What follows belongs to an exercise in optimizing a design on an open flow for small area; a production flow would make more cautious choices.
In this exercise RTL edits were held to simulation tests only and were not proved equivalent to the original.
No activity file was given, so power comes from the tool's default toggle rates.

==> inputs of 12-09 <==
==> flow/design.v (excerpt) <==
module rv_core_top (
    input  logic                          clk,
    input  logic                          arst_n_i,
    input  logic                          instr_valid_i,
    input  logic [rv_pkg::XLEN-1:0]       instr_i,
    output logic                          wb_valid_o,
    output logic [rv_pkg::REG_ADDR_W-1:0] wb_rd_o,
    output logic [rv_pkg::XLEN-1:0]       wb_data_o
);
export LEC_CHECK = 0
export CAP_MARGIN = 5
export CORE_MARGIN = 2
export CORE_UTILIZATION = 40
export SLEW_MARGIN = 5
create_clock -name core_clock -period 8.0 [get_ports {clk}]
standard.sh (not shown) runs the stock make flow with config.mk's settings and CLKGATE_MAP_FILE= SYNTH_SCRIPT=/design/flow/synth_recipe.tcl, a recipe that flattens the netlist after the stock synthesis.
==> flow/flow/run.sh <==
#!/bin/bash
# The standard layout (standard.sh) with two changes:
#  - ABC maps the logic with area recovery against a relaxed delay target
#    (flow/abc_area.script instead of ORFS's abc_speed.script); registers,
#    their names and the rest of the synthesis script stay as the standard flow's;
#  - CTS inserts no dummy loads and clusters up to 15 sinks per clkbuf_8;
#  - the port buffers are buf_1 cells.
# The make output goes to standard.log, each ORFS step's log to orfs/logs/.
set -euo pipefail
D=$(pwd)
{
  cat <<'EOT'
proc abc {args} {
  set i [lsearch $args -script]
  if {$i >= 0} { lset args [expr {$i + 1}] $::env(FLOW_ABC_SCRIPT) }
  yosys abc {*}$args
}
EOT
  cat synth_recipe.tcl
} > flow_synth.tcl
sed "s#SYNTH_SCRIPT=[^ ]*#SYNTH_SCRIPT=$D/flow_synth.tcl#" standard.sh > flow_standard.sh
grep -q "SYNTH_SCRIPT=$D/flow_synth.tcl" flow_standard.sh
export FLOW_ABC_SCRIPT=$D/flow/abc_area.script
export CTS_ARGS="-sink_clustering_enable -repair_clock_nets -sink_clustering_size 15 -sink_clustering_max_diameter 80 -buf_list sky130_fd_sc_hd__clkbuf_8 -dont_use_dummy_load"
export BUFFER_PORTS_ARGS="-buffer_cell sky130_fd_sc_hd__buf_1"
bash flow_standard.sh "$@" > standard.log 2>&1
==> flow/flow/abc_area.script <==
strash
&get -n
&st
&dch -f
&nf -R 1000 -p -a -F 10 -A 10
&put
topo
stime -c
buffer -c
upsize -c
dnsize -c
==> 03-18 (differences from 12-09) <==
--- a/flow/flow/run.sh
+++ b/flow/flow/run.sh
@@ -4,5 +4,5 @@
 #    (flow/abc_area.script instead of ORFS's abc_speed.script); registers,
 #    their names and the rest of the synthesis script stay as the standard flow's;
-#  - CTS inserts no dummy loads and clusters up to 15 sinks per clkbuf_8;
+#  - CTS inserts no dummy loads and clusters up to 20 sinks per buffer;
 #  - the port buffers are buf_1 cells.
 # The make output goes to standard.log, each ORFS step's log to orfs/logs/.
@@ -22,5 +22,5 @@
 grep -q "SYNTH_SCRIPT=$D/flow_synth.tcl" flow_standard.sh
 export FLOW_ABC_SCRIPT=$D/flow/abc_area.script
-export CTS_ARGS="-sink_clustering_enable -repair_clock_nets -sink_clustering_size 15 -sink_clustering_max_diameter 80 -buf_list sky130_fd_sc_hd__clkbuf_8 -dont_use_dummy_load"
+export CTS_ARGS="-sink_clustering_enable -repair_clock_nets -sink_clustering_size 20 -sink_clustering_max_diameter 100 -dont_use_dummy_load"
 export BUFFER_PORTS_ARGS="-buffer_cell sky130_fd_sc_hd__buf_1"
 bash flow_standard.sh "$@" > standard.log 2>&1
==> flow/flow/abc_area.script (replaced) <==
strash
dch
map -B 0.9
topo
stime -c
buffer -c
upsize -c
dnsize -c
&get -n
&st
&dch
&nf -R 1000 -p -F 8 -A 4 -a
&st
&syn2
&if -g -K 6
&synch2
&nf -R 1000 -p -F 8 -A 4 -a
&st
&syn2
&if -g -K 6
&synch2
&nf -R 1000 -p -F 8 -A 4 -a
&put
buffer -c
topo
stime -c
upsize -c
dnsize -c
==> qor summary <==
quantity	03-18	12-09
Filler cell count	11,200	11,000
Number of cells produced by synthesis	3,729	3,485
Count of vias placed by the detailed router	43,500	38,000
Number of detailed-route iterations in the first pass	10	13
Highest achievable clock rate	134 MHz	145 MHz
Maximum fanout count along the critical path	13	14
Comb group	0.000624 W	0.000535 W
Reg2reg path depth	29	28
Final core occ	44.6%	43.6%
#MultiIn Comb	2,210	1,978
Fraction of power spent switching nets	23.1%	23.0%
HPWL Detailed	159,000 um	132,000 um
Combined area of all synthesized cells	50,700 um2	50,000 um2
Horizontal die dimension	360 um	358 um
Compound-Gate Fraction of Synth Area	19.1%	16.5%
Status	complete, no violations	complete, no violations
Post-route non-filler standard cell count	5,509	5,185
Final setup skew	0.0927 ns	0.0815 ns
Number of buffers outside the clock class in the layout	300	232
Multiplexer fraction of the synthesized cell area	0.851%	2.13%

==> what the ideal ports hide <==
In the flow no input, the clock included, has a driving cell. The finished layouts below were timed again as built, in two steps.
Step 1 sets driving cells, clkbuf_16 on the clock port and buf_2 on the other inputs (assumed; they add their load-dependent delay and slew).
Step 2 adds t to the input delays and takes it off the output delays; t is the mean of the earliest and latest rising clock arrival at the registers after step 1. Input paths then give back, and output paths get back, about the clock's delay inside the block.
Three values: ideal ports, drivers, drivers and shift; two values: the first two.
| run | t (ns) | setup WS [ns] | worst hold slack (ns) |
|---|---|---|---|
| 12-09 | 0.842 | 1.085 / 1.085 / 1.085 | 0.330 / 0.330 / 0.330 |
| 03-18 | 0.768 | 0.558 / 0.558 / 0.558 | 0.303 / 0.303 / 0.303 |
After both steps every run listed still meets setup and hold.
